This is an optimization exercise on Yosys and OpenROAD, whose aim is small area, a short achievable clock period and few clock cycles per item, not a production implementation. Where RTL was checked, it was by simulation tests only, not by an equivalence proof against the original.

==> wip/garnet: inputs <==
// matrix_alu
module matrix_alu (
    input  logic         Clk,
    input  logic         nReset,
    input  logic         start,
    input  logic [2:0]   opcode,
    input  logic [255:0] operandA,
    input  logic [255:0] operandB,
    output logic [255:0] result,
    output logic         busy,
    output logic         done,
    output logic         err
);
clock: 12.0 ns
lec_check: 0
cap_margin: 20
core_margin: 2
core_utilization: 45
place_density: 0.55
slew_margin: 20
standard.sh (not shown) runs the stock make flow with config.mk's settings and CLKGATE_MAP_FILE= SYNTH_SCRIPT=/design/flow/synth_recipe.tcl, a recipe that flattens the netlist after the stock synthesis.
==> flow/flow/run.sh <==
#!/bin/bash
# Own layout flow: the standard ORFS flow (standard.sh), with timing
# repair aiming for extra setup slack on the worst paths and single-size
# port buffers.  ORFS keeps each tool's log in orfs/logs; make's own output
# goes to flow_make.log.
set -euo pipefail
export SETUP_SLACK_MARGIN=7.7
export TNS_END_PERCENT=5
export BUFFER_PORTS_ARGS="-buffer_cell sky130_fd_sc_hd__buf_2"
bash standard.sh > flow_make.log 2>&1
==> inputs of wip/quartz, as changes to wip/garnet <==
--- a/flow/design.v
+++ b/flow/design.v
@@ -10,11 +10,11 @@
     output logic         done,
     output logic         err
 );
     logic         busy_q, done_q, err_q, scl_q, as_q, sub_q;
     logic [3:0]   cnt_q;
-    logic [255:0] r_q, r_d, ld_val, bz_val;
+    logic [255:0] r_q, r_d, bz_val;
     logic [255:0] x_q, x_d;
     wire idle   = !busy_q && !done_q;
     wire accept = start && idle;
     wire op_add = (opcode == 3'd0);
     wire op_sub = (opcode == 3'd1);
@@ -22,14 +22,15 @@
     wire op_scl = (opcode == 3'd3);
     wire op_bad = opcode[2] && (opcode[1] || opcode[0]);
     wire op_mac = (opcode == 3'd3) || (opcode == 3'd4);
     wire op_as  = (opcode[2:1] == 2'd0);
     wire op_run = op_mac || op_as;
-    wire [15:0] x0 = r_q[255:240];
-    wire [15:0] x1 = r_q[239:224];
-    wire [15:0] x2 = r_q[223:208];
-    wire [15:0] x3 = r_q[207:192];
+    logic [63:0] xr_q;
+    wire [15:0] x0 = xr_q[63:48];
+    wire [15:0] x1 = xr_q[47:32];
+    wire [15:0] x2 = xr_q[31:16];
+    wire [15:0] x3 = xr_q[15:0];
     wire [15:0] ya0 = x_q[255:240];
     wire [15:0] yb0 = x_q[223:208];
     wire [15:0] ya1 = x_q[191:176];
     wire [15:0] yb1 = x_q[159:144];
     wire [15:0] ya2 = x_q[127:112];
@@ -1341,14 +1342,14 @@
     assign u0b_117 = (u0b_48 & u0b_85) | (u0b_84 & (u0b_48 ^ u0b_85));
     assign u0b_118 = u0b_52 ^ u0b_87 ^ u0b_86;
     assign u0b_119 = (u0b_52 & u0b_87) | (u0b_86 & (u0b_52 ^ u0b_87));
     assign u0b_120 = u0b_56 ^ u0b_89 ^ u0b_88;
     wire [15:0] dot0 = {u0b_120, u0b_118, u0b_116, u0b_114, u0b_112, u0b_110, u0b_108, u0b_106, u0b_104, u0b_102, u0b_100, u0b_98, u0b_96, u0b_94, u0b_92, u0b_59} + {u0b_119, u0b_117, u0b_115, u0b_113, u0b_111, u0b_109, u0b_107, u0b_105, u0b_103, u0b_101, u0b_99, u0b_97, u0b_95, u0b_93, u0b_91, u0b_90};
-    wire [15:0] prd0 = u0_s00_q + u0_s01_q;
-    wire [15:0] prd1 = u0_s10_q + u0_s11_q;
-    wire [15:0] prd2 = u0_s20_q + u0_s21_q;
-    wire [15:0] prd3 = u0_s30_q + u0_s31_q;
+    wire [15:0] prd0;    
+    wire [15:0] prd1;    
+    wire [15:0] prd2;    
+    wire [15:0] prd3;    
     logic u1a_1;
     logic u1a_2;
     logic u1a_3;
     logic u1a_4;
     logic u1a_5;
@@ -2400,50 +2401,84 @@
     assign u1b_117 = (u1b_48 & u1b_85) | (u1b_84 & (u1b_48 ^ u1b_85));
     assign u1b_118 = u1b_52 ^ u1b_87 ^ u1b_86;
     assign u1b_119 = (u1b_52 & u1b_87) | (u1b_86 & (u1b_52 ^ u1b_87));
     assign u1b_120 = u1b_56 ^ u1b_89 ^ u1b_88;
     wire [15:0] dot1 = {u1b_120, u1b_118, u1b_116, u1b_114, u1b_112, u1b_110, u1b_108, u1b_106, u1b_104, u1b_102, u1b_100, u1b_98, u1b_96, u1b_94, u1b_92, u1b_59} + {u1b_119, u1b_117, u1b_115, u1b_113, u1b_111, u1b_109, u1b_107, u1b_105, u1b_103, u1b_101, u1b_99, u1b_97, u1b_95, u1b_93, u1b_91, u1b_90};
+    wire sel_a  = accept && !op_bad && !op_trn;
+    wire sel_t  = accept && op_trn;
+    wire sel_b  = !(accept && !op_bad);
+    wire s_as   = busy_q && as_q;
+    wire s_scl  = busy_q && !as_q && scl_q;
+    wire s_mul  = busy_q && !as_q && !scl_q;
+    wire s_rot  = (s_scl && !cnt_q[2]) || (s_mul && cnt_q[0]);
+    wire s_prd2 = s_scl && !cnt_q[2] && (cnt_q[1:0] != 2'd0);
+    wire s_prd3 = s_scl && cnt_q[2];
+    wire s_dota = s_mul && cnt_q[0];
+    wire s_dotb = s_mul && !cnt_q[0] && (cnt_q != 4'd0);
+    wire [15:0] prd [4];
+    assign prd[0] = prd0;
+    assign prd[1] = prd1;
+    assign prd[2] = prd2;
+    assign prd[3] = prd3;
+    logic [255:0] as_sum;
+    wire [15:0] u0_sa [4];
+    wire [15:0] u0_sb [4];
+    assign u0_sa[0] = u0_s00_q;
+    assign u0_sb[0] = u0_s01_q;
+    assign u0_sa[1] = u0_s10_q;
+    assign u0_sb[1] = u0_s11_q;
+    assign u0_sa[2] = u0_s20_q;
+    assign u0_sb[2] = u0_s21_q;
+    assign u0_sa[3] = u0_s30_q;
+    assign u0_sb[3] = u0_s31_q;
+    always_comb begin
+        for (int i = 0; i < 16; i++)
+            if (i >= 12)
+                as_sum[255-16*i -: 16] = (s_scl ? u0_sa[i-12] : r_q[255-16*i -: 16])
+                    + (s_scl ? u0_sb[i-12] : (x_q[255-16*i -: 16] ^ {16{sub_q}}))
+                    + {15'd0, sub_q && !s_scl};
+            else
+                as_sum[255-16*i -: 16] = r_q[255-16*i -: 16]
+                    + (x_q[255-16*i -: 16] ^ {16{sub_q}}) + {15'd0, sub_q};
+    end
+    assign prd0 = as_sum[63:48];
+    assign prd1 = as_sum[47:32];
+    assign prd2 = as_sum[31:16];
+    assign prd3 = as_sum[15:0];
     wire [15:0] s_in = operandB[15:0];
     always_comb begin
         if (!busy_q) begin
             for (int i = 0; i < 16; i++)
-                x_d[255-16*i -: 16] = op_scl ? s_in : operandB[255-16*i -: 16];
+                x_d[255-16*i -: 16] = (op_scl && (i % 4 < 2)) ? s_in : operandB[255-16*i -: 16];
         end else begin
             for (int r = 0; r < 4; r++) begin
                 x_d[255-64*r -: 16] = x_q[239-64*r -: 16];
                 x_d[239-64*r -: 16] = x_q[255-64*r -: 16];
                 x_d[223-64*r -: 16] = x_q[207-64*r -: 16];
                 x_d[207-64*r -: 16] = x_q[223-64*r -: 16];
             end
         end
-        bz_val = r_q;
-        if (busy_q) begin
-            if (as_q) begin
-                for (int i = 0; i < 16; i++)
-                    bz_val[255-16*i -: 16] = r_q[255-16*i -: 16]
-                        + (x_q[255-16*i -: 16] ^ {16{sub_q}}) + {15'd0, sub_q};
-            end else if (scl_q) begin
-                if (cnt_q[2]) begin
-                    bz_val[63:0] = {prd0, prd1, prd2, prd3};
-                end else begin
-                    bz_val = {r_q[191:0], r_q[255:192]};
-                    if (cnt_q[1:0] != 2'd0)
-                        bz_val[127:64] = {prd0, prd1, prd2, prd3};
+        for (int r = 0; r < 4; r++) begin
+            for (int c = 0; c < 4; c++) begin
+                logic [15:0] v;
+                v = s_rot ? r_q[255-64*((r+1)%4)-16*c -: 16] : r_q[255-64*r-16*c -: 16];
+                if (r == 2 && s_prd2) v = prd[c];
+                if (r == 3) begin
+                    if (s_prd3) v = prd[c];
+                    else if ((c % 2 == 0) ? s_dota : s_dotb) v = (c < 2) ? dot0 : dot1;
                 end
-            end else if (cnt_q[0]) begin
-                bz_val = {r_q[191:0], dot0, r_q[239:224], dot1, r_q[207:192]};
-            end else if (cnt_q != 4'd0) begin
-                bz_val[47:32] = dot0;
-                bz_val[15:0]  = dot1;
+                if (s_as) v = as_sum[255-64*r-16*c -: 16];
+                bz_val[255-64*r-16*c -: 16] = v;
             end
         end
         for (int i = 0; i < 16; i++)
-            ld_val[255-16*i -: 16] = op_trn ? operandA[255-16*(4*(i%4)+i/4) -: 16]
-                                            : operandA[255-16*i -: 16];
-        r_d = (accept && !op_bad) ? ld_val : bz_val;
+            r_d[255-16*i -: 16] = ({16{sel_a}} & operandA[255-16*i -: 16])
+                                | ({16{sel_t}} & operandA[255-16*(4*(i%4)+i/4) -: 16])
+                                | ({16{sel_b}} & bz_val[255-16*i -: 16]);
     end
     always_ff @(posedge Clk) x_q <= x_d;
+    always_ff @(posedge Clk) xr_q <= r_d[255:192];
     always_ff @(posedge Clk or negedge nReset) begin
         if (!nReset) begin
             busy_q <= 1'b0;
             done_q <= 1'b0;
             err_q  <= 1'b0;
==> run notes <==
wip/garnet completed without violations. wip/quartz completed without violations.
Between wip/quartz and wip/garnet, the lower cell area is in wip/quartz (gap 2.2%, measured against wip/garnet).
Clock skew: wip/quartz is higher than wip/garnet (10 ps).
In wip/garnet the setup slack is worse than in wip/quartz, by 250 ps.
First-iteration DRC count: wip/garnet is larger than wip/quartz (about 14%).
Against wip/garnet, the area after synthesis of wip/quartz is smaller by about 3%.
Between wip/garnet and wip/quartz, the lower synthesized cell count is in wip/quartz (gap about 8%, measured against wip/quartz).
==> figures <==
Outcome: wip/garnet complete, no violations; wip/quartz complete, no violations
Number of distinct library cells after synthesis: wip/garnet 106; wip/quartz 83
Critical path startpoint category: wip/garnet flip-flop; wip/quartz primary input
Proportion of synthesized flip-flops having asynchronous set or reset: wip/garnet 33.5%; wip/quartz 31.0%
Startpoint of the worst setup timing path: wip/garnet r_q[193]; wip/quartz opcode[0]
Number of nets in the layout: wip/garnet 10800; wip/quartz 10200
Area of the mapped netlist: wip/garnet 74000 µm²; wip/quartz 71800 µm²
Weighted congestion at the end of routability-driven global placement: wip/garnet 1.10; wip/quartz 1.09
Maximum number of pins on one net before global-route repair: wip/garnet 164; wip/quartz 207
Routed wl met3: wip/garnet 63400 µm; wip/quartz 57900 µm
Met2 usage: wip/garnet 71.2%; wip/quartz 69.9%
TritonCTS Buffers: wip/garnet 101; wip/quartz 105
Testbench counts of wip/garnet, summed over its fixed seeds: cycles 16,805, ops 3,200.
For wip/quartz, only the layout was checked, not whether the RTL still works.

-- port drivers added, routing unchanged --
In the flow no input, the clock included, has a driving cell. The finished layouts below were timed again as built, in two steps.
Step 1 (the two cells are an assumption about what drives the block):
set clk [get_ports {Clk}]
set_driving_cell -lib_cell sky130_fd_sc_hd__clkbuf_16 $clk
set_driving_cell -lib_cell sky130_fd_sc_hd__buf_2 [delete_from_list [all_inputs] $clk]
Step 2 adds t to the input delays and takes it off the output delays; t is the mean of the earliest and latest rising clock arrival at the registers after step 1. Input paths then give back, and output paths get back, about the clock's delay inside the block.
Slacks: no drivers / after step 1 / after step 2; pairs: no drivers / after step 1.
| run | shift t [ns] | setup slack, ns | latest minus earliest clock arrival (ns) | worst register clock-pin slew, ns | cell pins on the clock port's net |
|---|---|---|---|---|---|
| wip/garnet | 0.877 | 7.210 / 7.210 / 6.659 | 0.054 / 0.054 | 0.07 / 0.07 | 1 |
| wip/quartz | 0.867 | 7.464 / 7.394 / 6.657 | 0.062 / 0.063 | 0.07 / 0.07 | 1 |
After both steps every run listed still meets setup and hold. For wip/quartz, which loses most, drivers alone change the setup slack by -0.070 ns; drivers and shift together by -0.807 ns.
